What follows belongs to an exercise in optimizing a design on an open flow for small area, a short achievable clock period and few clock cycles per item; a production flow would make more cautious choices.
No run shown here included a check of the RTL's function; only the layout flow was run.

[flow/run.sh]
#!/bin/bash
# synth_recipe.tcl (not shown) runs the flow's synth.tcl, then flattens the netlist and writes it again
# the make line also repeats each setting of config.mk as NAME=value (left out here)
make -C /OpenROAD-flow-scripts/flow DESIGN_CONFIG=/design/flow/config.mk WORK_HOME=/design/flow/orfs CLKGATE_MAP_FILE= SYNTH_SCRIPT=/design/flow/synth_recipe.tcl finish
[flow/config.mk]
export PLATFORM = sky130hd
export DESIGN_NAME = gcd_multilane
export DESIGN_NICKNAME = gcd_multilane
export VERILOG_FILES = /design/flow/design.v
export SDC_FILE = /design/flow/constraint.sdc
export NUM_CORES = 4
export LEC_CHECK = 0
export CAP_MARGIN = 20
export CORE_MARGIN = 2
export CORE_UTILIZATION = 40
export SETUP_SLACK_MARGIN = 4.3
export SLEW_MARGIN = 20
[flow/constraint.sdc]
create_clock -name core_clock -period 8.0 [get_ports {clk_i}]
set_input_delay 1.6000 -clock core_clock [delete_from_list [all_inputs] [get_ports {clk_i}]]
set_output_delay 1.6000 -clock core_clock [all_outputs]
set_load 0.01 [all_outputs]
[flow/design.v]
module gcd_multilane #(
    parameter int width_p = 32,
    parameter int els_p   = 4
) (
    input  logic                       clk_i,
    input  logic                       reset_i,
    input  logic [2*width_p-1:0]       data_i,
    input  logic                       v_i,
    output logic                       ready_o,
    output logic [width_p-1:0]         data_o,
    output logic                       v_o,
    input  logic                       yumi_i,
    output logic [$clog2(els_p+1)-1:0] count_o
);
    localparam int sh_w   = $clog2(width_p);
    localparam int max_sh = 7;
    function automatic logic [sh_w-1:0] ctz(input logic [width_p-1:0] x);
        logic [width_p-1:0]           v;
        logic [width_p-1:0][sh_w-1:0] c;
        for (int i = 0; i < width_p; i++) begin
            v[i] = x[i];
            c[i] = '0;
        end
        for (int l = 0; l < sh_w; l++) begin
            for (int i = 0; i < (width_p >> (l + 1)); i++) begin
                c[i] = v[2*i] ? c[2*i] : (c[2*i+1] | sh_w'(1 << l));
                v[i] = v[2*i] | v[2*i+1];
            end
        end
        ctz = c[0];
    endfunction
    logic                busy_q;
    logic [width_p-1:0]  a_q, d_q;
    logic [2:0]          s_q;
    logic [sh_w-1:0]     k_q;
    logic                na_q;       
    logic                nb_q;       
    logic [width_p-1:0]  b;
    logic                accept, retire, done, eq;
    assign b       = d_q >> s_q;
    assign done    = eq || (a_q == '0) || (d_q == '0);
    assign ready_o = !reset_i && !busy_q;
    assign v_o     = busy_q && done;
    assign data_o  = a_q | b;
    assign count_o = {{($clog2(els_p+1)-1){1'b0}}, busy_q};
    assign accept  = v_i && ready_o;
    assign retire  = yumi_i && v_o;
    logic [width_p-1:0]  op_a, op_b;
    logic [sh_w-1:0]     tz_a, tz_b;
    assign op_a = data_i[width_p-1:0];
    assign op_b = data_i[2*width_p-1:width_p];
    assign tz_a = ctz(op_a);
    assign tz_b = ctz(op_b);
    logic [width_p-1:0]  g, p, gg, pp, g2, p2;
    logic [width_p-1:0]  diff, below, absd, a_step;
    logic                neg;
    logic [sh_w-1:0]     tz_x;
    logic [2:0]          sh;
    logic                sh_over;
    always_comb begin
        g  = a_q & ~b;
        p  = ~(a_q ^ b);
        gg = g;
        pp = p;
        gg[0] = g[0] | p[0];      
        for (int l = 1; l < width_p; l = l * 2) begin
            g2 = gg;
            p2 = pp;
            for (int i = 0; i < width_p; i++) begin
                if ((i / l) % 2 == 1) begin
                    g2[i] = gg[i] | (pp[i] & gg[(i / l) * l - 1]);
                    p2[i] = pp[i] & pp[(i / l) * l - 1];
                end
            end
            gg = g2;
            pp = p2;
        end
        diff[0]  = ~p[0];
        below[0] = 1'b0;
        for (int i = 1; i < width_p; i++) begin
            diff[i]  = p[i] ^ gg[i-1];
            below[i] = ~pp[i-1];
        end
        neg  = ~gg[width_p-1];
        eq   = pp[width_p-1];
        absd = diff ^ ({width_p{neg}} & below);
        tz_x    = ctz(~p);
        sh_over = ({1'b0, tz_x} >= {1'b0, k_q} + 6'd8);
        sh      = sh_over ? 3'(max_sh) : (tz_x[2:0] - k_q[2:0]);
        if (na_q)            a_step = b;
        else if (nb_q)       a_step = a_q;
        else if (neg)        a_step = a_q;
        else                 a_step = b;
    end
    always_ff @(posedge clk_i) begin
        if (reset_i) begin
            busy_q <= 1'b0;
        end else if (accept) begin
            busy_q <= 1'b1;
        end else if (retire) begin
            busy_q <= 1'b0;
        end
    end
    always_ff @(posedge clk_i) begin
        if (accept) begin
            a_q  <= op_a;
            d_q  <= op_b;
            s_q  <= '0;
            k_q  <= (tz_a < tz_b) ? tz_a : tz_b;
            na_q <= (tz_a > tz_b);
            nb_q <= (tz_b > tz_a);
        end else begin
            a_q  <= a_step;
            d_q  <= absd;
            s_q  <= sh;
            na_q <= 1'b0;
            nb_q <= sh_over;
        end
    end
endmodule
==> impl_metrics.yaml, run 1 <==
status:
  status: "no timing/DRC/antenna violations"
sta:
  final-setup-viol-count: 0
  worstMarginPinSlew_ns: 0.870
  slew_headroom_pct: 41.4
  setup_tns_ns: 0
  slew_violations: 0
  hold_slack_ns: 0.548
  hold_viol: 0
  fin_crit_sh_pct: 63.2
  fin_ws_ns: 2.94
  rsz0062_at_grt: "yes"
  skew_ns: 0.00969
  max_freq_mhz: 198
  timing.final.crit_period_ns: 5.06
grt:
  antenna_found_initial: 0
  use_met3_pct: 5.84
  grtUsageMet2_pct: 45.2
  overflow: 0
  grt_pass1_wl_mm: 45.3
  grt_pass1_vias: 7639
  track_usage_pct: 29.5
  use_met1_pct: 42.4
  grt_max_degree: 53
  grt_busiest_layer: "met2"
cts:
  clk_pin_slew_ns: 0.06
  clock-sinks: 75
  cts_tree: "built"
  clockBufferDepth: 2
  clock_latency_ns: 0.36
  cts_max_level: 3
  cts_root_buf: "clkbuf_16"
  cts_buffers: 9
  postCtsHoldBufs: 0
finish:
  finalNetCount: 1374
  multiInputGateArea_mm2: 0.00731
  final_common_cell: "buf_4"
  nFillCells: 1429
  antenna_cells: 0
  layout-drive-gt1-share_pct: 40.1
  regArea_mm2: 0.00188
  syn_to_final_growth_pct: 66.5
  final_cell_mix: "buf_4 (134), inv_1 (99), nor2_1 (95)"
logic_synthesis:
  seq_area_frac_synth_pct: 24.3
  synth_cells: 977
  synth_seq_cells: 75
  syn-cell-area_mm2: 0.00771
  synth_edf_count: 37
  ys.flop_type: "dfxtp_1"
  async_reset_ff_share_pct: 0
  ys_warn_count: 1
  syn_avg_cell_area_um2: 7.89
  ys_types: 76
route:
  initialDrtViolationCount: 921
  firstDrtPassIters: 6
  remaining_drc_errors: 0
  vias: 8954
  ant_nets: 0
  post_drt_wl_per_cell_um: 22.9
  via_per_inst: 6.01
  routed_wl_mm: 34.1
floorplanning:
  coreArea_mm2: 0.0188
  ioPinCount: 105
  die_area_mm2: 0.0204
  die_y_um: 143
  rows: 50
  die_x_um: 143
  start_util_pct: 41.0
worst_setup_path:
  arrival_ns: 3.46
  end_kind: "primary output"
  worstPathRequired_ns: 6.40
  crit_type: "flop to primary output"
  rr_worst_depth: 25
  path_max_fanout: 8
  cp-start-kind: "flop"
place:
  dp_hpwl_mm: 21.6
  routabilityCongestion: 0.951
  pre_cts_ws_ns: 1.67
  io_buffers: 102
flow_run:
  drv_cap: 0
hold_path:
  hp-class: "flop to flop"
  min_path_cells: 2
==> path summary, 6_finish.rpt <==
check / start / end / slack (ns)
min reg2reg: busy_q / busy_q / 0.55
max: s_q[0] / v_o / 2.94
min: busy_q / busy_q / 0.55
max reg2reg: s_q[0] / s_q[0] / 3.08
==> synth_stat cells (all sizes together) (9+ instances only) <==
master,count,area (um^2)
edfxtp,37,1110
a21o,10,75.1
inv,105,394
dfxtp,38,761
a31oi,13,81.3
xnor2,34,298
nor2b,15,93.8
nand2b,9,56.3
mux2i,55,551
buf,13,77.6
clkbuf,29,109
ha,74,926
nor4,29,188
nor3,18,95.1
nand2,73,274
a211oi,17,128
o21ai,54,274
a21oi,107,536
nor2,121,457
==> stage by stage <==
| stage | util [%] | instance area [um^2] | std cells |
|---|---|---|---|
| 2_1_floorplan | - | 8030 | 978 |
| 3_3_place_gp | 48.8 | 9190 | 1307 |
| 3_5_place_dp | 48.8 | 9190 | 1307 |
| 4_1_cts | 56.9 | 10700 | 1412 |
| 5_1_grt | 68.2 | 12800 | 1491 |
| 6_report | 68.2 | 12800 | 1491 |
==> worst max-delay path, cell delays in order, from the launching register on <==
cell	delay (ns)
dfxtp_4	0.46
buf_12	0.18
mux4_2	0.60
mux2i_4	0.25
ha_4	0.25
nor4b_4	0.31
nand3_2	0.15
or2_4	0.28
nor3_4	0.22
a21oi_2	0.12
nor2b_2	0.13
buf_2	0.14
==> repair_timing <==
action	CTS	global route
gates resized for setup	229	321
endpoints found under the setup margin	108	104
gates cloned	1	5
pin swaps	52	101
buffers inserted	88	74
==> final cells by class <==
cell class | instances | share of cell area, %
timing repair buffer | 279 | 20.6
sequential | 75 | 14.7
inverter | 106 | 3.14
multi-input combinational | 755 | 56.9
clock buffer | 16 | 2.11
tap | 260 | 2.53
==> cell families after synthesis <==
kind of cell	synth area share, %
simple gates	18.5
compound gates	21.6
buf+inv	7.58
fa+ha+maj	13.6
flops	24.3
mux	9.77
xor+xnor	4.66
other cells	0.0486
==> state kept, by name, indices dropped and copies added (netlist names) <==
name	count
s_q	3
busy_q	1
k_q	5
na_q	1
nb_q	1
a_q	32
d_q	32
==> metal layers <==
| metal | routed length, um | share of wire, % |
|---|---|---|
| met1 | 14200 | 42 |
| met4 | 1330 | 3.9 |
| met3 | 3530 | 10 |
| met2 | 15000 | 44 |
| met5 | 0 | 0 |
==> run 2, diff against run 1 <==
--- a/flow/config.mk
+++ b/flow/config.mk
@@ -10,3 +10,3 @@
 export CORE_UTILIZATION = 40
-export SETUP_SLACK_MARGIN = 4.3
+export SETUP_SLACK_MARGIN = 3.5
 export SLEW_MARGIN = 20
==> impl_metrics.yaml, run 2 <==
status:
  status: "no timing/DRC/antenna violations"
sta:
  final-setup-viol-count: 0
  timing.final.crit_period_ns: 5.00
  max_freq_mhz: 200
  fin_crit_sh_pct: 62.5
  worstMarginPinSlew_ns: 0.797
  hold_viol: 0
  slew_violations: 0
  slew_headroom_pct: 46.9
  skew_ns: 0.0116
  rsz0062_at_grt: "yes"
  setup_tns_ns: 0
place:
  place_area_mm2: 0.00907
  io_buffers: 102
  dp_hpwl_mm: 21.6
  routabilityCongestion: 0.952
logic_synthesis:
  synth_seq_cells: 75
  netlist_top_cells_area: "edfxtp_1 (14%), ha_1 (12%), dfxtp_1 (9.9%)"
  ys.flop_type: "dfxtp_1"
  ys_types: 76
  yosysTopAreaCell: "edfxtp_1"
  synth_top_area_share_pct: 14.4
  synth_cells: 977
  syn-cell-area_mm2: 0.00771
  synth.most_common_cell: "nor2_1"
  syn_avg_cell_area_um2: 7.89
  ys_top_cells_by_count: "nor2_1 (120), a21oi_1 (107), inv_1 (104)"
  ys_warn_count: 1
  synth_edf_count: 37
  seq_area_frac_synth_pct: 24.3
  async_reset_ff_share_pct: 0
route:
  vias: 7930
  ant_nets: 0
  initialDrtViolationCount: 823
  post_drt_wl_per_cell_um: 20.9
  via_per_inst: 5.75
  remaining_drc_errors: 0
  firstDrtPassIters: 7
  routed_wl_mm: 28.8
finish:
  regArea_mm2: 0.00188
  final_cell_mix: "nor2_1 (113), inv_1 (103), a21oi_1 (97)"
  final_common_cell: "nor2_1"
  layout-drive-gt1-share_pct: 20.3
  finalNetCount: 1262
  multiInputGateArea_mm2: 0.00609
  syn_to_final_growth_pct: 37.9
  antenna_cells: 0
  reg_top3: "a_q x32, d_q x32, k_q x5"
  design_area_mm2: 0.0106
  nFillCells: 1725
grt:
  track_usage_pct: 27.3
  grt_pass1_wl_mm: 41.8
  overflow: 0
  grt_pass1_vias: 7452
  grt_max_degree: 62
  antenna_found_initial: 0
worst_setup_path:
  path_max_fanout: 6
  worst_path_largest_cell_delay_ns: 0.58
  path_delay_family: "simple AND/OR/NAND/NOR gates"
  crit_chain: "buf_6 > buf_12 > mux4_2 > mux2i_4 > ha_4 > nor4_4 > nand3_2 > or2_4 > nor3_4 > a21oi_2 > nor2b_2 > buf_2"
  arrival_ns: 3.40
  crit_slowest_cell: "mux4_2"
  cp-start-kind: "flop"
  worstPathRequired_ns: 6.40
  end_kind: "primary output"
  crit_type: "flop to primary output"
  critPathBufInv: 3
cts:
  clock-sinks: 75
  cts_root_buf: "clkbuf_16"
  clk_pin_slew_ns: 0.06
  cts_buffers: 9
  clockBufferDepth: 2
  clock_latency_ns: 0.35
  cts_max_level: 3
  cts_tree: "built"
floorplanning:
  rows: 50
  die_y_um: 143
  die_x_um: 143
  ioPinCount: 105
  coreArea_mm2: 0.0188
  die_area_mm2: 0.0204
  start_util_pct: 41.0
hold_path:
  hp-class: "flop to flop"
flow_run:
  drv_cap: 0
[run 2: final cells by class]
class                           count  area share, %
Tap cell                          260           3.06
Sequential cell                    75           17.7
Timing Repair Buffer              167           15.2
Inverter                          106           3.86
Clock buffer                       12           2.41
Multi-Input combinational cell    755           57.3
Clock inverter                      4          0.459
[run 2: what timing repair did]
| item | 4_1_cts | 5_1_grt |
|---|---|---|
| gates resized for setup | 57 | 114 |
| pin swaps | 15 | 37 |
| endpoints found under the setup margin | 102 | 72 |
| buffers inserted | 29 | 26 |
| hold buffers | 0 | 0 |
| cloned | 1 | 0 |
[run 2: path summary, 6_finish.rpt]
check,start,end,slack [ns],cells after the start
min,busy_q,busy_q,0.54,2
max reg2reg,s_q[0],d_q[21],3.26,16
min reg2reg,busy_q,busy_q,0.54,2
max,s_q[0],v_o,3.00,12
[run 2: logic make-up after synthesis]
| family | Yosys count | synth area share, % |
|---|---|---|
| simple gates | 302 | 18.5 |
| mux | 66 | 9.77 |
| compound gates | 264 | 21.6 |
| flops | 75 | 24.3 |
| other cells | 1 | 0.0486 |
| fa+ha+maj | 80 | 13.6 |
| buf+inv | 148 | 7.58 |
| xor+xnor | 41 | 4.66 |
[run 2: routing by layer]
layer / routed length (um) / up-vias / GRT usage [%] / share of wire, %
met5: 0 / - / 0 / 0
met4: 1570 / 0 / 13.5 / 5.4
met3: 2120 / 78 / 5.87 / 7.4
met2: 13800 / 375 / 47.2 / 48
met1: 11300 / 3722 / 32.0 / 39
li1: - / 3755 / - / -
[run 2: metrics by stage]
step           setup slack (ns)  std cells  hold slack (ns)  utilization, %
5_1_grt                    2.89       1379            0.591            56.5
6_report                   3.00       1379            0.538            56.5
3_5_place_dp               1.61       1307            0.534            48.2
3_3_place_gp               1.64       1307            0.531            48.2
4_1_cts                    2.93       1353            0.542            52.5
2_1_floorplan              3.47        978            0.494               -
[run 2: tightest hold or removal path: stages, from the launching register on]
cell and delay (ns):
dfxtp_1 0.33, nor2_1 0.11, a211oi_1 0.05
==> run 3, diff against run 2 <==
--- a/flow/design.v
+++ b/flow/design.v
@@ -37,2 +37,3 @@
     logic                nb_q;       
+    logic                done_q;     
     logic [width_p-1:0]  b;
@@ -42,3 +43,3 @@
     assign ready_o = !reset_i && !busy_q;
-    assign v_o     = busy_q && done;
+    assign v_o     = busy_q && done_q;
     assign data_o  = a_q | b;
@@ -111,3 +112,5 @@
             nb_q <= (tz_b > tz_a);
+            done_q <= 1'b0;
         end else begin
+            done_q <= done_q || done;
             a_q  <= a_step;
--- a/flow/config.mk
+++ b/flow/config.mk
@@ -10,3 +10,3 @@
 export CORE_UTILIZATION = 40
-export SETUP_SLACK_MARGIN = 3.5
+export SETUP_SLACK_MARGIN = 4.3
 export SLEW_MARGIN = 20
==> impl_metrics.yaml, run 3 <==
sta:
  slew_headroom_pct: 40.6
  worstMarginPinSlew_ns: 0.890
  fin_crit_sh_pct: 55.6
  hold_viol: 0
  setup_tns_ns: 0
  timing.final.crit_period_ns: 4.45
  final-setup-viol-count: 0
  max_freq_mhz: 225
  slew_violations: 0
  skew_ns: 0.0103
  fin_ws_ns: 3.55
  hold_slack_ns: 0.549
  rsz0062_at_grt: "yes"
logic_synthesis:
  synth_top_area_share_pct: 14.4
  synth.most_common_cell: "nor2_1"
  ys_warn_count: 1
  seq_area_frac_synth_pct: 24.5
  ys_types: 75
  syn-cell-area_mm2: 0.00771
  synth_edf_count: 37
  async_reset_ff_share_pct: 0
  syn_avg_cell_area_um2: 7.89
  ys.flop_type: "dfxtp_1"
  yosysTopAreaCell: "edfxtp_1"
  synth_seq_cells: 76
  synth_cells: 977
  ys_top_cells_by_count: "nor2_1 (132), a21oi_1 (106), inv_1 (100)"
  netlist_top_cells_area: "edfxtp_1 (14%), ha_1 (12%), dfxtp_1 (10%)"
floorplanning:
  ioPinCount: 105
  rows: 50
  coreArea_mm2: 0.0188
  start_util_pct: 40.9
  die_y_um: 143
  die_area_mm2: 0.0204
  die_x_um: 143
worst_setup_path:
  crit_type: "flop to flop"
  worstPathRequired_ns: 8.24
  path_max_fanout: 8
  worst_path_largest_cell_delay_ns: 0.60
  startpoint: "s_q[0]"
  crit_slowest_cell: "mux4_2"
  r2r-start: "s_q[0]"
  critPathBufInv: 1
  arrival_ns: 4.69
  cp-start-kind: "flop"
  end_kind: "flop"
  crit_top_cell: "o21ai_1"
  path_delay_family: "compound AO/OA/AOI/OAI gates"
  crit_chain: "buf_12 > mux4_2 > mux2i_4 > ha_4 > or4_4 > nor2_4 > nand3_4 > a311oi_4 > a31oi_2 > fa_2 > a21o_1 > a21o_1 > a21oi_2 > a21oi_1 > o21ai_1 > o21ai_1 > nand2_1 > o21ai_1"
grt:
  grt_pass1_vias: 7657
  track_usage_pct: 29.2
  grt_pass1_wl_mm: 44.9
  overflow: 0
  antenna_found_initial: 0
  grt_max_degree: 78
finish:
  layout-drive-gt1-share_pct: 42.4
  multiInputGateArea_mm2: 0.00729
  regArea_mm2: 0.00190
  design_area_mm2: 0.0125
  layout.cells.non_filler: 1462
  syn_to_final_growth_pct: 62.4
  final_cell_mix: "buf_4 (119), nor2_1 (109), inv_1 (88)"
  finalNetCount: 1345
  final_common_cell: "buf_4"
  nFillCells: 1453
  reg_top3: "a_q x32, d_q x32, k_q x5"
  antenna_cells: 0
hold_path:
  hp-start: "busy_q"
  hp-class: "flop to flop"
route:
  post_drt_wl_per_cell_um: 22.6
  ant_nets: 0
  remaining_drc_errors: 0
  routed_wl_mm: 33.1
  vias: 8689
  firstDrtPassIters: 5
  via_per_inst: 5.94
  initialDrtViolationCount: 1059
cts:
  clockBufferDepth: 2
  cts_buffers: 9
  cts_tree: "built"
  clock_latency_ns: 0.36
  cts_max_level: 3
  postCtsHoldBufs: 0
  clk_pin_slew_ns: 0.07
  cts_root_buf: "clkbuf_16"
  clock-sinks: 76
place:
  routabilityCongestion: 0.936
  dp_hpwl_mm: 21.5
  dp_cells: 1299
  place_area_mm2: 0.00901
  io_buffers: 102
  pre_cts_ws_ns: 1.96
status:
  status: "no timing/DRC/antenna violations"
flow_run:
  drv_cap: 0
run 3: worst paths after layout:
| check | endpoint | slack [ns] | cells past startpoint |
|---|---|---|---|
| worst max-delay path | s_q[0] | 3.55 | 18 |
| worst min-delay path | busy_q | 0.55 | 2 |
| worst max register to register | s_q[0] | 3.55 | 18 |
| worst min register to register | busy_q | 0.55 | 2 |
run 3: repair_timing:
action,4_1_cts,5_1_grt
cloned,2,8
buffers inserted,83,54
pin swaps,67,107
setup endpoints to repair,107,104
gates resized for setup,330,294
run 3: worst min-delay path: cells and delay by family, from the launching register on:
kind,cells,cell delay [ns]
flops,1,0.34
simple gates,1,0.11
compound gates,1,0.06
run 3: cell families (layout without fill, tap and decap cells):
kind of cell | after synthesis | after routing | synth area share [%]
compound gates | 248 | 249 | 19.9
xor+xnor | 43 | 43 | 4.88
fa+ha+maj | 80 | 80 | 13.6
buf+inv | 147 | 369 | 7.69
flops | 76 | 76 | 24.5
mux | 66 | 66 | 9.77
other cells | 1 | 2 | 0.0486
simple gates | 316 | 317 | 19.6
run 3: layout make-up:
type | count | share of cell area, %
clock buffer | 9 | 1.80
clock inverter | 7 | 0.440
inverter | 102 | 3.22
multi-input combinational | 757 | 58.2
sequential | 76 | 15.2
tap | 260 | 2.60
timing repair buffer | 251 | 18.5
run 3: through the flow:
| step | util [%] |
|---|---|
| finish | 66.5 |
| global route | 66.5 |
| CTS | 57.9 |
| detailed placement | 47.8 |
| global placement | 47.8 |
| floorplan | - |
run 3: per-layer routing:
metal	share of wire, %	global-route usage (%)
met1	41	42.0
met2	45	45.1
met3	9.5	4.49
met4	4.3	8.75
met5	0	0
==> run 4, diff against run 3 <==
--- a/flow/design.v
+++ b/flow/design.v
@@ -16,3 +16,3 @@
     localparam int max_sh = 7;
-    function automatic logic [sh_w-1:0] ctz(input logic [width_p-1:0] x);
+    function automatic logic [sh_w:0] ctz(input logic [width_p-1:0] x);
         logic [width_p-1:0]           v;
@@ -29,3 +29,3 @@
         end
-        ctz = c[0];
+        ctz = {!v[0], c[0]};
     endfunction
@@ -39,8 +39,7 @@
     logic [width_p-1:0]  b;
-    logic                accept, retire, done, eq;
+    logic                accept, retire, eq;
     assign b       = d_q >> s_q;
-    assign done    = eq || (a_q == '0) || (d_q == '0);
     assign ready_o = !reset_i && !busy_q;
     assign v_o     = busy_q && done_q;
-    assign data_o  = a_q | b;
+    assign data_o  = a_q | d_q;
     assign count_o = {{($clog2(els_p+1)-1){1'b0}}, busy_q};
@@ -50,6 +49,7 @@
     logic [sh_w-1:0]     tz_a, tz_b;
+    logic                za, zb;
     assign op_a = data_i[width_p-1:0];
     assign op_b = data_i[2*width_p-1:width_p];
-    assign tz_a = ctz(op_a);
-    assign tz_b = ctz(op_b);
+    assign {za, tz_a} = ctz(op_a);
+    assign {zb, tz_b} = ctz(op_b);
     logic [width_p-1:0]  g, p, gg, pp, g2, p2;
@@ -87,3 +87,3 @@
         absd = diff ^ ({width_p{neg}} & below);
-        tz_x    = ctz(~p);
+        tz_x    = sh_w'(ctz(~p));
         sh_over = ({1'b0, tz_x} >= {1'b0, k_q} + 6'd8);
@@ -110,7 +110,7 @@
             k_q  <= (tz_a < tz_b) ? tz_a : tz_b;
-            na_q <= (tz_a > tz_b);
-            nb_q <= (tz_b > tz_a);
+            na_q <= za || (!zb && (tz_a > tz_b));
+            nb_q <= !za && (zb || (tz_b > tz_a));
             done_q <= 1'b0;
         end else begin
-            done_q <= done_q || done;
+            done_q <= done_q || eq;
             a_q  <= a_step;
==> impl_metrics.yaml, run 4 <==
worst_setup_path:
  cp-start-kind: "input port"
  path_delay_family: "compound AO/OA/AOI/OAI gates"
  r2r-start: "s_q[0]"
  end_kind: "flop"
  path_max_fanout: 7
  r2r_slack_ns: 3.64
  crit_type: "input port to flop"
  crit_slowest_cell: "clkdlybuf4s50_1"
  reg2reg_to: "s_q[0]"
  worst_path_largest_cell_delay_ns: 0.56
  critPathBufInv: 3
  arrival_ns: 4.83
  crit_chain: "clkdlybuf4s50_1 > nor4_2 > and3_1 > inv_1 > a211oi_1 > o31a_1 > nor3_1 > ha_1 > nor2b_4 > o21a_1 > o21ai_1 > nand2b_1 > a21oi_2 > a31oi_4 > buf_4 > mux2i_1"
  worstPathRequired_ns: 8.18
  rr_worst_depth: 24
cts:
  cts_buffers: 9
  postCtsHoldBufs: 0
  clock-sinks: 76
  clk_pin_slew_ns: 0.06
  clock_latency_ns: 0.36
  cts_tree: "built"
  clockBufferDepth: 2
  cts_max_level: 3
  cts_root_buf: "clkbuf_16"
route:
  remaining_drc_errors: 0
  firstDrtPassIters: 5
  via_per_inst: 6.04
  ant_nets: 0
  routed_wl_mm: 31.3
  vias: 8376
  initialDrtViolationCount: 911
  post_drt_wl_per_cell_um: 22.5
grt:
  grt_max_degree: 54
  track_usage_pct: 30.2
  grt_pass1_wl_mm: 45.5
  grt_pass1_vias: 8232
  overflow: 0
  antenna_found_initial: 0
sta:
  timing.final.crit_period_ns: 4.65
  max_freq_mhz: 215
  hold_slack_ns: 0.517
  slew_headroom_pct: 50.5
  skew_ns: 0.00810
  hold_viol: 0
  fin_crit_sh_pct: 58.1
  fin_ws_ns: 3.35
  setup_tns_ns: 0
  final-setup-viol-count: 0
  worstMarginPinSlew_ns: 0.742
  rsz0062_at_grt: "yes"
  slew_violations: 0
place:
  dp_cells: 1196
  routabilityCongestion: 0.953
  pre_cts_ws_ns: 2.23
  place_area_mm2: 0.00854
  dp_hpwl_mm: 18.7
  io_buffers: 102
hold_path:
  min_path_cells: 2
  hp-start: "done_q"
  hp-class: "flop to flop"
  hold_path_end: "done_q"
flow_run:
  drv_cap: 0
finish:
  finalNetCount: 1274
  syn_to_final_growth_pct: 65.6
  nFillCells: 1335
  final_common_cell: "buf_4"
  multiInputGateArea_mm2: 0.00670
  layout.cells.non_filler: 1387
  layout-drive-gt1-share_pct: 42.8
  reg_top3: "a_q x32, d_q x32, k_q x5"
  design_area_mm2: 0.0120
  regArea_mm2: 0.00190
  final_cell_mix: "buf_4 (136), nor2_1 (112), a21oi_1 (74)"
  antenna_cells: 0
floorplanning:
  start_util_pct: 40.6
  coreArea_mm2: 0.0179
  ioPinCount: 105
  die_y_um: 139
  rows: 49
  die_area_mm2: 0.0192
  die_x_um: 139
logic_synthesis:
  synth_seq_cells: 76
  synthSimpleGateAreaFrac_pct: 20.7
  ys_types: 70
  synth_edf_count: 37
  ys_warn_count: 1
  synth_compound_area_share_pct: 21.6
  yosysTopAreaCell: "edfxtp_1"
  synth_top_family_by_area: "compound AO/OA/AOI/OAI gates"
  syn_avg_cell_area_um2: 8.06
  netlist_top_cells_area: "edfxtp_1 (15%), dfxtp_1 (11%), mux2i_1 (9.8%)"
  ys_top_cells_by_count: "nor2_1 (130), a21oi_1 (105), mux2i_1 (71)"
  synth.most_common_cell: "nor2_1"
  synth_top_area_share_pct: 15.3
  ys.flop_type: "dfxtp_1"
  synth-xor-area-share_pct: 5.43
  async_reset_ff_share_pct: 0
  seq_area_frac_synth_pct: 26.1
  synthAdderAreaFrac_pct: 9.75
  synth.mux.area_fraction_pct: 11.0
  syn-cell-area_mm2: 0.00726
  synth_cells: 901
status:
  status: "no timing/DRC/antenna violations"
run 4: cell count changes in the layout (fill, tap and decap cells not counted), sizes merged, moves of 11 or more:
cell | previous run | this run
inv | 105 | 42
clkdlybuf4s50 | 19 | 71
or2 | 4 | 33
ha | 74 | 47
buf | 164 | 188
nor4 | 32 | 11
clkbuf | 32 | 15
mux2i | 55 | 71
dlygate4sd2 | 27 | 15
a31oi | 6 | 17
run 4: worst max-delay path by stage:
| stage | from | end | slack [ns] | depth (start not counted) |
|---|---|---|---|---|
| 5_1_grt | data_i[28] | k_q[0] | 3.18 | 19 |
| 6_report | data_i[11] | k_q[3] | 3.35 | 16 |
| 3_5_place_dp | data_i[43] | k_q[1] | 2.23 | 14 |
| 2_1_floorplan | data_i[29] | k_q[1] | 3.54 | 17 |
| 4_1_cts | data_i[28] | k_q[1] | 3.43 | 18 |
| 3_3_place_gp | data_i[43] | k_q[1] | 2.21 | 14 |
run 4: final cells by class:
type | instances | area share (%)
Multi-Input combinational cell | 742 | 55.7
Timing Repair Buffer | 282 | 22.2
Sequential cell | 76 | 15.8
Tap cell | 229 | 2.38
Clock buffer | 12 | 2.05
Inverter | 42 | 1.39
Clock inverter | 4 | 0.396
run 4: kinds of logic (layout without fill, tap and decap cells):
family / after synthesis / after routing
adder cells (fa/ha/maj): 53 / 53
buffers and inverters: 86 / 340
other: 1 / 2
AND/OR/NAND/NOR: 313 / 313
XOR/XNOR: 45 / 45
flip-flops: 76 / 76
AO/OA/AOI/OAI: 248 / 250
multiplexers: 79 / 79
run 4: worst reg2reg max path, cell delays in order, from the launching register on:
cell      delay (ns)
dfxtp_4         0.41
buf_6           0.14
buf_12          0.16
mux2i_4         0.22
mux2i_2         0.28
mux2i_1         0.17
ha_2            0.43
buf_6           0.11
buf_6           0.11
inv_1           0.04
o21ai_0         0.28
a21oi_2         0.15
a31oi_1         0.24
ha_2            0.21
inv_2           0.04
fa_2            0.34
a21oi_2         0.12
nor2b_1         0.06
o21ai_1         0.12
nand2b_1        0.08
nand2b_1        0.07
a21oi_1         0.05
a31oi_1         0.15
or3_4           0.17
o21ai_1         0.07
run 4: metal layers:
layer,vias up,part of all wire [%],routed length [um],global-route usage [%]
met5,-,0,0,0
met4,0,6.9,2150,17.9
met3,163,7.3,2290,4.63
met2,468,48,14900,50.0
met1,3987,38,11900,37.3
li1,3758,-,-,-
run 4: repair_timing:
item	in CTS	in global routing
endpoints found under the setup margin	75	74
buffers inserted	129	39
pin swaps	103	71
gates resized for setup	307	112
gates cloned	6	1
run 4: metrics by stage:
stage / util (%)
global route: 67.1
detailed placement: 47.7
CTS: 62.4
global placement: 47.7
floorplan: -
finish: 67.1
==> run 5, diff against run 4 <==
--- a/flow/design.v
+++ b/flow/design.v
@@ -32,14 +32,11 @@
     logic                busy_q;
-    logic [width_p-1:0]  a_q, d_q;
-    logic [2:0]          s_q;
-    logic [sh_w-1:0]     k_q;
-    logic                na_q;       
+    logic                first_q;    
     logic                nb_q;       
     logic                done_q;     
-    logic [width_p-1:0]  b;
+    logic [width_p-1:0]  a_q, b_q;
+    logic [sh_w-1:0]     k_q;
     logic                accept, retire, eq;
-    assign b       = d_q >> s_q;
     assign ready_o = !reset_i && !busy_q;
-    assign v_o     = busy_q && done_q;
-    assign data_o  = a_q | d_q;
+    assign v_o     = busy_q && (eq || done_q);
+    assign data_o  = a_q | b_q;
     assign count_o = {{($clog2(els_p+1)-1){1'b0}}, busy_q};
@@ -47,18 +44,11 @@
     assign retire  = yumi_i && v_o;
-    logic [width_p-1:0]  op_a, op_b;
-    logic [sh_w-1:0]     tz_a, tz_b;
-    logic                za, zb;
-    assign op_a = data_i[width_p-1:0];
-    assign op_b = data_i[2*width_p-1:width_p];
-    assign {za, tz_a} = ctz(op_a);
-    assign {zb, tz_b} = ctz(op_b);
     logic [width_p-1:0]  g, p, gg, pp, g2, p2;
-    logic [width_p-1:0]  diff, below, absd, a_step;
+    logic [width_p-1:0]  diff, below, absd, a_step, b_step;
     logic                neg;
-    logic [sh_w-1:0]     tz_x;
+    logic [sh_w-1:0]     tz_a, tz_b, tz_x, k_new;
+    logic                za, zb, na, nb, keep_a, sh_over;
     logic [2:0]          sh;
-    logic                sh_over;
     always_comb begin
-        g  = a_q & ~b;
-        p  = ~(a_q ^ b);
+        g  = a_q & ~b_q;
+        p  = ~(a_q ^ b_q);
         gg = g;
@@ -87,9 +77,18 @@
         absd = diff ^ ({width_p{neg}} & below);
+        {za, tz_a} = ctz(a_q);
+        {zb, tz_b} = ctz(b_q);
+        na    = za || (!zb && (tz_a > tz_b));
+        nb    = !za && (zb || (tz_b > tz_a));
+        k_new = na ? tz_b : tz_a;
         tz_x    = sh_w'(ctz(~p));
-        sh_over = ({1'b0, tz_x} >= {1'b0, k_q} + 6'd8);
-        sh      = sh_over ? 3'(max_sh) : (tz_x[2:0] - k_q[2:0]);
-        if (na_q)            a_step = b;
-        else if (nb_q)       a_step = a_q;
+        sh_over = !first_q && ({1'b0, tz_x} >= {1'b0, k_q} + 6'd8);
+        if (first_q)      sh = '0;
+        else if (sh_over) sh = 3'(max_sh);
+        else              sh = tz_x[2:0] - k_q[2:0];
+        b_step  = absd >> sh;
+        keep_a = first_q ? nb : nb_q;
+        if (first_q && na)   a_step = b_q;
+        else if (keep_a)     a_step = a_q;
         else if (neg)        a_step = a_q;
-        else                 a_step = b;
+        else                 a_step = b_q;
     end
@@ -106,15 +105,16 @@
         if (accept) begin
-            a_q  <= op_a;
-            d_q  <= op_b;
-            s_q  <= '0;
-            k_q  <= (tz_a < tz_b) ? tz_a : tz_b;
-            na_q <= za || (!zb && (tz_a > tz_b));
-            nb_q <= !za && (zb || (tz_b > tz_a));
-            done_q <= 1'b0;
+            a_q     <= data_i[width_p-1:0];
+            b_q     <= data_i[2*width_p-1:width_p];
+            first_q <= 1'b1;
+            done_q  <= 1'b0;
         end else begin
-            done_q <= done_q || eq;
-            a_q  <= a_step;
-            d_q  <= absd;
-            s_q  <= sh;
-            na_q <= 1'b0;
+            a_q     <= a_step;
+            b_q     <= b_step;
+            first_q <= 1'b0;
+            done_q  <= done_q || eq;
+        end
+        if (first_q) begin
+            k_q  <= k_new;
+            nb_q <= !na && !nb;
+        end else begin
             nb_q <= sh_over;
--- a/flow/config.mk
+++ b/flow/config.mk
@@ -10,3 +10,3 @@
 export CORE_UTILIZATION = 40
-export SETUP_SLACK_MARGIN = 4.3
+export SETUP_SLACK_MARGIN = 3.5
 export SLEW_MARGIN = 20
==> impl_metrics.yaml, run 5 <==
sta:
  slew_violations: 0
  skew_ns: 0.0102
  max_freq_mhz: 211
  fin_ws_ns: 3.26
  setup_tns_ns: 0
  timing.final.crit_period_ns: 4.74
  hold_viol: 0
  fin_crit_sh_pct: 59.2
  rsz0062_at_grt: "yes"
  worstMarginPinSlew_ns: 0.889
  slew_headroom_pct: 40.2
  final-setup-viol-count: 0
  hold_slack_ns: 0.534
cts:
  cts_max_level: 3
  clock-sinks: 73
  clockBufferDepth: 2
  clock_latency_ns: 0.36
  clk_pin_slew_ns: 0.07
  cts_root_buf: "clkbuf_16"
  cts_buffers: 9
  postCtsHoldBufs: 0
  cts_tree: "built"
route:
  initialDrtViolationCount: 1171
  ant_nets: 0
  vias: 10100
  routed_wl_mm: 36.9
  firstDrtPassIters: 5
  via_per_inst: 6.33
  remaining_drc_errors: 0
  post_drt_wl_per_cell_um: 23.2
place:
  routabilityCongestion: 1.01
  pre_cts_ws_ns: 1.67
  dp_hpwl_mm: 25.1
  io_buffers: 102
finish:
  reg_top3: "a_q x32, b_q x32, k_q x5"
  multiInputGateArea_mm2: 0.00705
  syn_to_final_growth_pct: 43.9
  final_common_cell: "buf_4"
  final_cell_mix: "buf_4 (106), inv_1 (103), clkdlybuf4s50_1 (101)"
  layout-drive-gt1-share_pct: 27.4
  regArea_mm2: 0.00186
  nFillCells: 1930
  finalNetCount: 1462
logic_synthesis:
  ys_warn_count: 1
  yosysTopAreaCell: "edfxtp_1"
  seq_area_frac_synth_pct: 21.5
  ys.flop_type: "edfxtp_1"
  synth_top_area_share_pct: 13.0
  synth_seq_cells: 73
  syn_avg_cell_area_um2: 7.61
  ys_types: 97
  synth_cells: 1120
  async_reset_ff_share_pct: 0
  syn-cell-area_mm2: 0.00853
  netlist_top_cells_area: "edfxtp_1 (13%), ha_1 (11%), dfxtp_1 (8.5%)"
  synth.most_common_cell: "inv_1"
  synth_edf_count: 37
  ys_top_cells_by_count: "inv_1 (126), nand2_1 (100), nor2_1 (97)"
grt:
  antenna_found_initial: 1
  overflow: 0
  grt_pass1_vias: 9055
  grt_max_degree: 47
  track_usage_pct: 31.0
  grt_pass1_wl_mm: 53.2
worst_setup_path:
  arrival_ns: 5.01
  r2r-start: "a_q[8]"
  crit_type: "flop to flop"
  r2r_slack_ns: 3.26
  path_max_fanout: 5
  end_kind: "flop"
  cp-start-kind: "flop"
  reg2reg_to: "b_q[8]"
  worstPathRequired_ns: 8.27
  rr_worst_depth: 23
floorplanning:
  die_area_mm2: 0.0225
  start_util_pct: 40.7
  ioPinCount: 105
  die_y_um: 150
  die_x_um: 150
  coreArea_mm2: 0.0210
  rows: 53
hold_path:
  hold_path_end: "busy_q"
  hp-class: "flop to flop"
  min_path_cells: 1
  hp-start: "busy_q"
flow_run:
  drv_cap: 0
status:
  status: "no timing/DRC/antenna violations"
## run 5: changes by cell type in the layout (fill, tap and decap cells not counted), sizes merged, moves of 26 or more
| cell | change |
|---|---|
| mux2i | -52 |
| nor2 | -35 |
| a21oi | -58 |
| inv | +87 |
| ha | +27 |
| buf | -63 |
| or2 | -26 |
| clkdlybuf4s50 | +30 |
| o21ai | +33 |
| nand2 | +42 |
| nor3 | +29 |
## run 5: critical path: stages, from the launching register on
cell	delay (ns)
edfxtp_1	0.41
inv_2	0.09
ha_4	0.20
or4_4	0.57
nor2_4	0.16
nand3_4	0.10
clkinv_4	0.07
nand3_4	0.05
a21oi_2	0.12
a21oi_2	0.05
nand2_1	0.08
ha_2	0.17
inv_2	0.04
fa_2	0.35
a21o_1	0.17
a211oi_2	0.27
o21ai_2	0.12
and2_4	0.19
a211oi_2	0.17
a31oi_1	0.08
o211ai_1	0.54
mux2i_1	0.21
o22ai_1	0.23
a21o_1	0.19
## run 5: cell type report
type                    count  area share (%)
multi-input cells         871            57.5
repair buffers            231            18.1
flip-flops and latches     73            15.2
inverters                 128            4.01
well taps                 275            2.80
clock buffers              10            1.87
clock inverters             6           0.520
diodes                      1          0.0204
## run 5: cell families after synthesis
group	after synthesis	share of synthesized area, %
and+or+nand+nor	371	21.4
xor gates and xnor gates	41	4.21
AOI/OAI and AO/OA	343	28.4
buffers and inverters	184	8.85
muxes	27	3.29
adders and majority gates	80	12.3
DFF	73	21.5
other	1	0.0440
## run 5: stage by stage
stage               utilization (%)  instances  instance area, um^2
floorplan                         -       1121                 8660
global placement               46.6       1451                 9770
detailed placement             46.6       1451                 9770
CTS                            53.6       1536                11200
global route                   58.5       1594                12300
finish                         58.6       1595                12300
## run 5: metal layers
metal	vias up	routed length [um]	GRT usage, %
met2	716	15600	45.0
met5	-	0	0
met4	0	1280	9.95
li1	4507	-	-
met3	92	4470	6.65
met1	4774	15600	45.4
## run 5: worst max path at each step
stage            start       to
3_5_place_dp    a_q[2]  b_q[13]
3_3_place_gp    a_q[0]  b_q[13]
2_1_floorplan  a_q[10]   b_q[4]
4_1_cts        a_q[10]  b_q[13]
6_report        a_q[8]   b_q[8]
5_1_grt         a_q[8]  b_q[17]
## run 5: repair_timing
item                                    4_1_cts  5_1_grt
gates cloned                                  7        5
pin swaps                                    40       54
resized for setup                           144      108
endpoints found under the setup margin       70       64
endpoints found under the hold margin         0        0
setup buffers                                62       53
==> run 6, diff against run 5 <==
--- a/flow/config.mk
+++ b/flow/config.mk
@@ -10,3 +10,3 @@
 export CORE_UTILIZATION = 40
-export SETUP_SLACK_MARGIN = 3.5
+export SETUP_SLACK_MARGIN = 4.3
 export SLEW_MARGIN = 20
==> impl_metrics.yaml, run 6 <==
sta:
  timing.final.crit_period_ns: 4.69
  final-setup-viol-count: 0
  max_freq_mhz: 213
  slew_violations: 0
  worstMarginPinSlew_ns: 1.04
  rsz0062_at_grt: "yes"
  hold_slack_ns: 0.551
  setup_tns_ns: 0
  hold_viol: 0
  fin_crit_sh_pct: 58.7
  skew_ns: 0.0121
  slew_headroom_pct: 30.2
route:
  firstDrtPassIters: 10
  via_per_inst: 6.25
  vias: 10000
  ant_nets: 0
  initialDrtViolationCount: 1255
  remaining_drc_errors: 0
  routed_wl_mm: 36.9
  post_drt_wl_per_cell_um: 23.0
logic_synthesis:
  ys_warn_count: 1
  syn-cell-area_mm2: 0.00853
  syn_avg_cell_area_um2: 7.61
  synth_top_area_share_pct: 13.0
  ys.flop_type: "edfxtp_1"
  ys_types: 97
  async_reset_ff_share_pct: 0
  netlist_top_cells_area: "edfxtp_1 (13%), ha_1 (11%), dfxtp_1 (8.5%)"
  seq_area_frac_synth_pct: 21.5
  synth.most_common_cell: "inv_1"
  synth_cells: 1120
  synth_seq_cells: 73
  yosysTopAreaCell: "edfxtp_1"
  synth_edf_count: 37
  ys_top_cells_by_count: "inv_1 (126), nand2_1 (100), nor2_1 (97)"
grt:
  overflow: 0
  grt_pass1_wl_mm: 54.6
  track_usage_pct: 32.1
  grt_max_degree: 51
  grt_pass1_vias: 9205
  antenna_found_initial: 1
place:
  dp_hpwl_mm: 26.0
  io_buffers: 102
  dp_cells: 1454
  routabilityCongestion: 0.990
cts:
  cts_max_level: 3
  cts_root_buf: "clkbuf_16"
  clock_latency_ns: 0.36
  cts_buffers: 9
  cts_tree: "built"
  clock-sinks: 73
  clockBufferDepth: 2
  clk_pin_slew_ns: 0.07
finish:
  layout.cells.non_filler: 1606
  nFillCells: 1881
  layout-drive-gt1-share_pct: 29.0
  antenna_cells: 0
  finalNetCount: 1474
  final_cell_mix: "buf_4 (107), inv_1 (101), clkdlybuf4s50_1 (99)"
  reg_top3: "a_q x32, b_q x32, k_q x5"
  syn_to_final_growth_pct: 45.1
  final_common_cell: "buf_4"
floorplanning:
  coreArea_mm2: 0.0210
  start_util_pct: 40.7
  die_x_um: 150
  die_area_mm2: 0.0225
  die_y_um: 150
  rows: 53
  ioPinCount: 105
status:
  status: "no timing/DRC/antenna violations"
worst_setup_path:
  cp-start-kind: "flop"
  worstPathRequired_ns: 8.24
  end_kind: "flop"
  path_max_fanout: 5
  arrival_ns: 4.93
  crit_type: "flop to flop"
hold_path:
  hp-class: "flop to flop"
flow_run:
  drv_cap: 0
run 6: what timing repair did:
action                                  4_1_cts  5_1_grt
hold buffers                                  0        0
gates cloned                                  9        2
endpoints found under the setup margin       72       94
setup buffers                                88       37
resized for setup                           177      106
pin swaps                                    49       57
run 6: area by class of cell:
type,instances,area (um^2),area share (%)
Clock buffer,10,229,1.85
Sequential cell,73,1880,15.2
Clock inverter,6,106,0.860
Timing Repair Buffer,244,2340,18.9
Multi-Input combinational cell,870,6980,56.4
Tap cell,275,344,2.78
Inverter,128,497,4.02
run 6: routing by layer:
layer	global-route usage, %	up-vias	share of wire, %
met5	0	-	0.035
met4	9.39	2	3.5
met3	9.91	115	12
met2	45.9	716	41
met1	46.0	4672	43
li1	-	4530	-
run 6: final timing paths:
path	start	to	slack, ns	cells past startpoint
setup / recovery	a_q[10]	b_q[17]	3.31	24
hold / removal	busy_q	busy_q	0.55	1
setup reg to reg	a_q[10]	b_q[17]	3.31	24
hold reg to reg	busy_q	busy_q	0.55	1
run 6: kinds of logic (layout without fill, tap and decap cells):
family | Yosys count | in the layout | share of synthesized area (%)
and+or+nand+nor | 371 | 372 | 21.4
AOI/OAI and AO/OA | 343 | 348 | 28.4
buffers and inverters | 184 | 388 | 8.85
adders and majority gates | 80 | 80 | 12.3
DFF | 73 | 73 | 21.5
xor gates and xnor gates | 41 | 41 | 4.21
muxes | 27 | 27 | 3.29
other | 1 | 2 | 0.0440
run 6: worst max-delay path, cell delays in order (launching register included):
cell      delay [ns]
edfxtp_1        0.41
inv_2           0.10
ha_4            0.21
or4_4           0.55
nor2_4          0.15
nand3_4         0.10
clkinv_4        0.07
nand3_4         0.06
a21oi_2         0.14
a21oi_2         0.05
nand2_1         0.07
ha_1            0.13
inv_1           0.05
fa_2            0.34
a21o_1          0.17
a211oi_2        0.23
nor2_2          0.10
o21bai_4        0.22
a21o_4          0.20
nand2_2         0.08
or4_4           0.48
o211ai_1        0.19
nand2b_1        0.18
nand3_1         0.09
nor3b_1         0.20
run 6: metrics by stage:
stage	setup WS, ns	instance area (um^2)	utilization [%]
after CTS	3.45	11700	55.6
after detailed placement	2.09	9850	47.0
final	3.31	12400	59.0
after global routing	3.16	12400	59.0
after floorplan	3.46	8810	-
after global placement	2.05	9850	47.0
==> run 7, diff against run 6 <==
--- a/flow/design.v
+++ b/flow/design.v
@@ -33,10 +33,13 @@
     logic                first_q;    
-    logic                nb_q;       
-    logic                done_q;     
+    logic                fin_q;      
     logic [width_p-1:0]  a_q, b_q;
-    logic [sh_w-1:0]     k_q;
-    logic                accept, retire, eq;
+    logic [sh_w-1:0]     k_q;        
+    logic                accept, retire, eq, found, k_zero, shift_a;
+    assign eq      = (a_q == b_q);
+    assign found   = eq && (a_q[0] || (a_q == '0));
+    assign k_zero  = (k_q == '0);
+    assign shift_a = busy_q && !k_zero && (fin_q || found);
     assign ready_o = !reset_i && !busy_q;
-    assign v_o     = busy_q && (eq || done_q);
-    assign data_o  = a_q | b_q;
+    assign v_o     = busy_q && k_zero && (fin_q || found);
+    assign data_o  = a_q;
     assign count_o = {{($clog2(els_p+1)-1){1'b0}}, busy_q};
@@ -46,5 +49,4 @@
     logic [width_p-1:0]  diff, below, absd, a_step, b_step;
-    logic                neg;
-    logic [sh_w-1:0]     tz_a, tz_b, tz_x, k_new;
-    logic                za, zb, na, nb, keep_a, sh_over;
+    logic                neg, z_ab;
+    logic [sh_w-1:0]     tz_x, k_new;
     logic [2:0]          sh;
@@ -75,20 +77,11 @@
         neg  = ~gg[width_p-1];
-        eq   = pp[width_p-1];
         absd = diff ^ ({width_p{neg}} & below);
-        {za, tz_a} = ctz(a_q);
-        {zb, tz_b} = ctz(b_q);
-        na    = za || (!zb && (tz_a > tz_b));
-        nb    = !za && (zb || (tz_b > tz_a));
-        k_new = na ? tz_b : tz_a;
-        tz_x    = sh_w'(ctz(~p));
-        sh_over = !first_q && ({1'b0, tz_x} >= {1'b0, k_q} + 6'd8);
-        if (first_q)      sh = '0;
-        else if (sh_over) sh = 3'(max_sh);
-        else              sh = tz_x[2:0] - k_q[2:0];
-        b_step  = absd >> sh;
-        keep_a = first_q ? nb : nb_q;
-        if (first_q && na)   a_step = b_q;
-        else if (keep_a)     a_step = a_q;
+        tz_x   = sh_w'(ctz(~p));
+        sh     = (tz_x > sh_w'(max_sh)) ? 3'(max_sh) : tz_x[2:0];
+        b_step = absd >> sh;
+        if (!a_q[0])         a_step = b_q;
+        else if (!b_q[0])    a_step = a_q;
         else if (neg)        a_step = a_q;
         else                 a_step = b_q;
+        {z_ab, k_new} = ctz(a_q | b_q);
     end
@@ -108,14 +101,18 @@
             first_q <= 1'b1;
-            done_q  <= 1'b0;
+            fin_q   <= 1'b0;
+            k_q     <= '0;
         end else begin
-            a_q     <= a_step;
+            if (shift_a) begin
+                a_q <= a_q << 1;
+            end else if (!(fin_q || found)) begin
+                a_q <= a_step;
+            end
             b_q     <= b_step;
             first_q <= 1'b0;
-            done_q  <= done_q || eq;
-        end
-        if (first_q) begin
-            k_q  <= k_new;
-            nb_q <= !na && !nb;
-        end else begin
-            nb_q <= sh_over;
+            fin_q   <= fin_q || found;
+            if (first_q && !found) begin
+                k_q <= z_ab ? '0 : k_new;
+            end else if (shift_a) begin
+                k_q <= k_q - 1'b1;
+            end
         end
==> impl_metrics.yaml, run 7 <==
logic_synthesis:
  netlist_top_cells_area: "edfxtp_1 (12%), ha_1 (10%), dfxtp_1 (10%)"
  synth_cells: 1074
  synth_top_area_share_pct: 12.1
  ys_types: 85
  ys_warn_count: 1
  seq_area_frac_synth_pct: 22.2
  synth.most_common_cell: "nor2_1"
  synth_edf_count: 32
  synth_seq_cells: 72
  ys.flop_type: "dfxtp_1"
  syn-cell-area_mm2: 0.00793
  async_reset_ff_share_pct: 0
  syn_avg_cell_area_um2: 7.38
  yosysTopAreaCell: "edfxtp_1"
  ys_top_cells_by_count: "nor2_1 (125), nand2_1 (123), inv_1 (93)"
sta:
  hold_slack_ns: 0.571
  setup_tns_ns: 0
  fin_crit_sh_pct: 54.3
  worstMarginPinSlew_ns: 1.09
  slew_violations: 0
  rsz0062_at_grt: "yes"
  fin_ws_ns: 3.65
  slew_headroom_pct: 27.0
  max_freq_mhz: 230
  skew_ns: 0.00976
  final-setup-viol-count: 0
  timing.final.crit_period_ns: 4.35
  hold_viol: 0
worst_setup_path:
  cp-start-kind: "flop"
  end_kind: "primary output"
  reg2reg_to: "b_q[20]"
  r2r_slack_ns: 3.93
  worst_path_largest_cell_delay_ns: 0.42
  crit_chain: "inv_2 > ha_4 > nor4_4 > and4_4 > nand3_4 > or3b_4 > nor2b_4 > nand2b_4 > nor2_4 > buf_6"
  r2r-start: "a_q[0]"
  rr_worst_depth: 18
  crit_end: "v_o"
  arrival_ns: 2.75
  path_delay_family: "simple AND/OR/NAND/NOR gates"
  worst-path-stages: 10
  crit_slowest_cell: "edfxtp_1"
  critPathBufInv: 2
  path_max_fanout: 7
  crit_type: "flop to primary output"
  startpoint: "a_q[2]"
  worstPathRequired_ns: 6.40
status:
  status: "no timing/DRC/antenna violations"
cts:
  cts_max_level: 3
  cts_root_buf: "clkbuf_16"
  clock_latency_ns: 0.36
  cts_buffers: 9
  clk_pin_slew_ns: 0.06
  cts_tree: "built"
  clock-sinks: 72
  clockBufferDepth: 2
grt:
  grt_max_degree: 72
  grt_pass1_wl_mm: 46.6
  grt_pass1_vias: 8365
  antenna_found_initial: 0
  track_usage_pct: 29.5
  overflow: 0
floorplanning:
  die_y_um: 145
  coreArea_mm2: 0.0195
  start_util_pct: 40.7
  die_x_um: 145
  rows: 51
  ioPinCount: 105
  die_area_mm2: 0.0210
finish:
  finalNetCount: 1390
  regArea_mm2: 0.00176
  final_cell_mix: "nand2_1 (118), nor2_1 (106), clkdlybuf4s50_1 (100)"
  nFillCells: 1721
  layout.cells.non_filler: 1521
  reg_top3: "a_q x32, b_q x32, k_q x5"
  antenna_cells: 0
  multiInputGateArea_mm2: 0.00677
  final_common_cell: "nand2_1"
  syn_to_final_growth_pct: 46.1
  layout-drive-gt1-share_pct: 27.2
route:
  ant_nets: 0
  remaining_drc_errors: 0
  post_drt_wl_per_cell_um: 21.1
  via_per_inst: 5.90
  routed_wl_mm: 32.0
  vias: 8978
  firstDrtPassIters: 6
  initialDrtViolationCount: 1064
place:
  pre_cts_ws_ns: 2.78
  dp_cells: 1392
  io_buffers: 102
  dp_hpwl_mm: 22.1
  routabilityCongestion: 0.923
hold_path:
  hp-class: "flop to flop"
flow_run:
  drv_cap: 0
==> run 7: cells by family (layout without fill, tap and decap cells) <==
group                    count (synthesis)  count (layout)  share of synthesized area (%)
AND/OR/NAND/NOR                        403             404                           23.8
AO/OA/AOI/OAI                          311             311                           26.6
buffers and inverters                  154             334                           7.78
flip-flops                              72              72                           22.2
adder cells (fa/ha/maj)                 71              71                           11.7
XOR/XNOR                                39              39                           4.83
multiplexers                            23              23                           3.11
other                                    1               2                         0.0473
==> run 7: metal layers <==
layer / vias up / wire (um) / GRT usage [%]
li1: 4195 / - / -
met3: 101 / 2340 / 5.13
met1: 4239 / 13300 / 37.6
met5: - / 0 / 0
met4: 0 / 1670 / 14.2
met2: 443 / 14700 / 48.2
==> run 7: metrics by stage <==
stage	utilization [%]	cell area, um^2
after global routing	59.5	11600
after global placement	47.4	9230
after detailed placement	47.4	9230
after floorplan	-	8080
final	59.5	11600
after CTS	55.9	10900
==> run 7: tightest hold or removal path: stages, from the launching register on <==
cell	delay [ns]
dfxtp_1	0.37
nand3b_1	0.11
nand2_1	0.05
==> run 7: repair_timing <==
action | 4_1_cts | 5_1_grt
setup buffers | 84 | 28
hold endpoints to repair | 0 | 0
cloned | 0 | 1
setup endpoints to repair | 103 | 65
hold buffers | 0 | 0
pin swaps | 51 | 46
gates resized for setup | 160 | 97
==> run 7: layout make-up <==
class	count	share of cell area, %
clock inverters	3	0.367
repair buffers	222	17.8
flip-flops and latches	72	15.2
clock buffers	13	2.16
multi-input cells	850	58.5
inverters	96	3.13
well taps	265	2.86
==> run 7: how the worst min path moves through the flow <==
stage | start | endpoint | slack (ns) | cells past startpoint
2_1_floorplan | busy_q | busy_q | 0.51 | 2
5_1_grt | busy_q | busy_q | 0.59 | 2
6_report | busy_q | busy_q | 0.57 | 2
3_5_place_dp | fin_q | fin_q | 0.55 | 2
3_3_place_gp | busy_q | busy_q | 0.56 | 2
4_1_cts | busy_q | busy_q | 0.57 | 2
==> run 8, diff against run 7 <==
--- a/flow/design.v
+++ b/flow/design.v
@@ -50,3 +50,4 @@
     logic                neg, z_ab;
-    logic [sh_w-1:0]     tz_x, k_new;
+    logic [sh_w-1:0]     k_new;
+    logic [max_sh:0]     x_lo;
     logic [2:0]          sh;
@@ -78,4 +79,4 @@
         absd = diff ^ ({width_p{neg}} & below);
-        tz_x   = sh_w'(ctz(~p));
-        sh     = (tz_x > sh_w'(max_sh)) ? 3'(max_sh) : tz_x[2:0];
+        x_lo   = ~p[max_sh:0];
+        sh     = 3'(ctz({{(width_p-max_sh-1){1'b0}}, x_lo}));
         b_step = absd >> sh;
==> impl_metrics.yaml, run 8 <==
status:
  status: "no timing/DRC/antenna violations"
logic_synthesis:
  netlist_top_cells_area: "edfxtp_1 (12%), ha_1 (11%), dfxtp_1 (10%)"
  ys_types: 88
  synth.mux.area_fraction_pct: 2.83
  ys_warn_count: 1
  synthSimpleGateAreaFrac_pct: 21.8
  synth.most_common_cell: "nand2_1"
  synth_top_area_share_pct: 12.5
  syn-cell-area_mm2: 0.00771
  seq_area_frac_synth_pct: 22.9
  synth_compound_area_share_pct: 27.6
  synth-xor-area-share_pct: 5.52
  synth_edf_count: 32
  ys_top_cells_by_count: "nand2_1 (123), nor2_1 (110), inv_1 (91)"
  yosysTopAreaCell: "edfxtp_1"
  async_reset_ff_share_pct: 0
  ys.flop_type: "dfxtp_1"
  synth_seq_cells: 72
  syn_avg_cell_area_um2: 7.60
  synth_cells: 1014
  synth_top_family_by_area: "compound AO/OA/AOI/OAI gates"
  synthAdderAreaFrac_pct: 11.9
cts:
  cts_max_level: 3
  clk_pin_slew_ns: 0.07
  cts_buffers: 9
  clockBufferDepth: 2
  cts_tree: "built"
  postCtsHoldBufs: 0
  clock-sinks: 72
  clock_latency_ns: 0.36
  cts_root_buf: "clkbuf_16"
sta:
  final-setup-viol-count: 0
  max_freq_mhz: 231
  rsz0062_at_grt: "yes"
  worstMarginPinSlew_ns: 0.822
  timing.final.crit_period_ns: 4.33
  setup_tns_ns: 0
  skew_ns: 0.0180
  slew_headroom_pct: 45.2
  slew_violations: 0
  fin_crit_sh_pct: 54.1
  hold_viol: 0
finish:
  layout-drive-gt1-share_pct: 27.4
  syn_to_final_growth_pct: 46.6
  final_common_cell: "nand2_1"
  final_cell_mix: "nand2_1 (119), buf_4 (107), nor2_1 (102)"
  antenna_cells: 0
  finalNetCount: 1339
  reg_top3: "a_q x32, b_q x32, k_q x5"
route:
  via_per_inst: 5.99
  post_drt_wl_per_cell_um: 22.0
  firstDrtPassIters: 6
  initialDrtViolationCount: 954
  ant_nets: 0
  vias: 8775
  routed_wl_mm: 32.3
  remaining_drc_errors: 0
grt:
  overflow: 0
  grt_pass1_wl_mm: 47.1
  grt_max_degree: 100
  antenna_found_initial: 0
  grt_pass1_vias: 7934
  track_usage_pct: 30.5
floorplanning:
  die_y_um: 143
  coreArea_mm2: 0.0188
  ioPinCount: 105
  die_x_um: 143
  start_util_pct: 40.9
  rows: 50
  die_area_mm2: 0.0204
worst_setup_path:
  reg2reg_to: "b_q[24]"
  arrival_ns: 2.73
  r2r-start: "a_q[28]"
  crit_end: "v_o"
  rr_worst_depth: 16
  startpoint: "a_q[0]"
  r2r_slack_ns: 3.92
  crit_type: "flop to primary output"
  end_kind: "primary output"
  cp-start-kind: "flop"
  worstPathRequired_ns: 6.40
  path_max_fanout: 2
hold_path:
  min_path_cells: 2
  hp-class: "flop to flop"
place:
  dp_hpwl_mm: 22.0
  io_buffers: 102
  routabilityCongestion: 0.972
flow_run:
  drv_cap: 0
## run 8: changes by cell type after synthesis, moves of 5 or more
cell / before / now
or4_1: 1 / 6
o2111ai_1: 0 / 5
o21ai_0: 73 / 59
nor4_1: 20 / 13
a21oi_1: 77 / 70
or2_2: 8 / 2
nor2_1: 125 / 110
a221oi_1: 1 / 8
o211ai_1: 14 / 20
o21a_1: 10 / 5
xnor2_1: 26 / 32
## run 8: what timing repair did
item | CTS | global route
setup buffers | 61 | 50
gates resized for setup | 80 | 138
cloned | 1 | 1
pin swaps | 17 | 65
setup endpoints to repair | 102 | 72
## run 8: stage by stage
step	cells	utilization (%)	hold slack (ns)	setup WS, ns	area [um^2]
after floorplan	1015	-	0.447	4.04	7830
after global placement	1337	48.1	0.467	2.81	9070
after CTS	1415	54.4	0.483	3.63	10200
final	1466	60.0	0.479	3.67	11300
after detailed placement	1337	48.1	0.473	2.85	9070
after global routing	1466	60.0	0.515	3.61	11300
## run 8: metal layers
layer,vias up,track usage [%],wire length (um)
li1,4045,-,-
met1,4172,42.1,13500
met2,467,48.5,14900
met3,91,3.55,2530
met4,0,12.8,1360
met5,-,0,0
## run 8: cell families (layout without fill, tap and decap cells)
kind of cell,count (synthesis),in the layout
DFF,72,72
AOI/OAI and AO/OA,301,301
other,1,2
adders and majority gates,70,70
and+or+nand+nor,362,363
buffers and inverters,146,336
muxes,20,20
xor gates and xnor gates,42,42
## run 8: cell type report
class / count / area, um^2
clock buffer: 9 / 225
clock inverter: 7 / 77.6
fill: 1692 / 7530
inverter: 92 / 345
multi-input combinational: 798 / 6460
sequential: 72 / 1770
tap: 260 / 325
timing repair buffer: 228 / 2090
## run 8: how the worst min path moves through the flow
stage	end	startpoint	slack, ns
floorplan	k_q[4]	first_q	0.45
global placement	k_q[4]	first_q	0.47
detailed placement	k_q[4]	first_q	0.47
CTS	k_q[4]	first_q	0.48
global route	k_q[4]	first_q	0.52
finish	k_q[4]	first_q	0.48
## run 8: critical path: stages, from the launching register on
cell and delay [ns]:
edfxtp_1 0.41, inv_2 0.10, ha_4 0.21, nor4_4 0.28, buf_6 0.14, and3_4 0.22, nand3_4 0.09, nor3_4 0.31
a31oi_4 0.13, nand2b_4 0.18, nor3_4 0.15, buf_2 0.16

## what the ideal ports hide
How much do the figures lean on ideal ports? The routed layouts below were timed once more, with nothing changed but the port constraints.
Step 1 sets driving cells, clkbuf_16 on the clock port and buf_2 on the other inputs (assumed; they add their load-dependent delay and slew).
Step 2 times the ports against the registers' clock, not the clock port: input delays grow and output delays shrink by t, the midpoint of the rising clock arrivals with the driver on.
Slacks: ideal ports / drivers / drivers and shift; pairs: ideal ports / drivers.
run	t (ns)	setup WS [ns]	slew at the worst register clock pin (ns)	worst slew at a driven data input, ns
run 1	0.395	2.943 / 2.899 / 3.075	0.07 / 0.07	0.06
run 2	0.393	3.004 / 2.960 / 3.247	0.07 / 0.07	0.04
run 3	0.405	3.551 / 3.551 / 3.551	0.08 / 0.08	0.05
run 4	0.397	3.352 / 3.372 / 2.975	0.07 / 0.07	0.05
run 5	0.399	3.261 / 3.261 / 3.261	0.07 / 0.07	0.05
run 6	0.405	3.307 / 3.307 / 3.307	0.07 / 0.07	0.05
run 7	0.401	3.655 / 3.608 / 3.865	0.07 / 0.07	0.06
run 8	0.400	3.670 / 3.624 / 3.918	0.08 / 0.08	0.05
After both steps setup and hold are still met in every run listed. For run 4, which loses most, drivers alone change the setup slack by +0.020 ns; drivers and shift together by -0.377 ns.
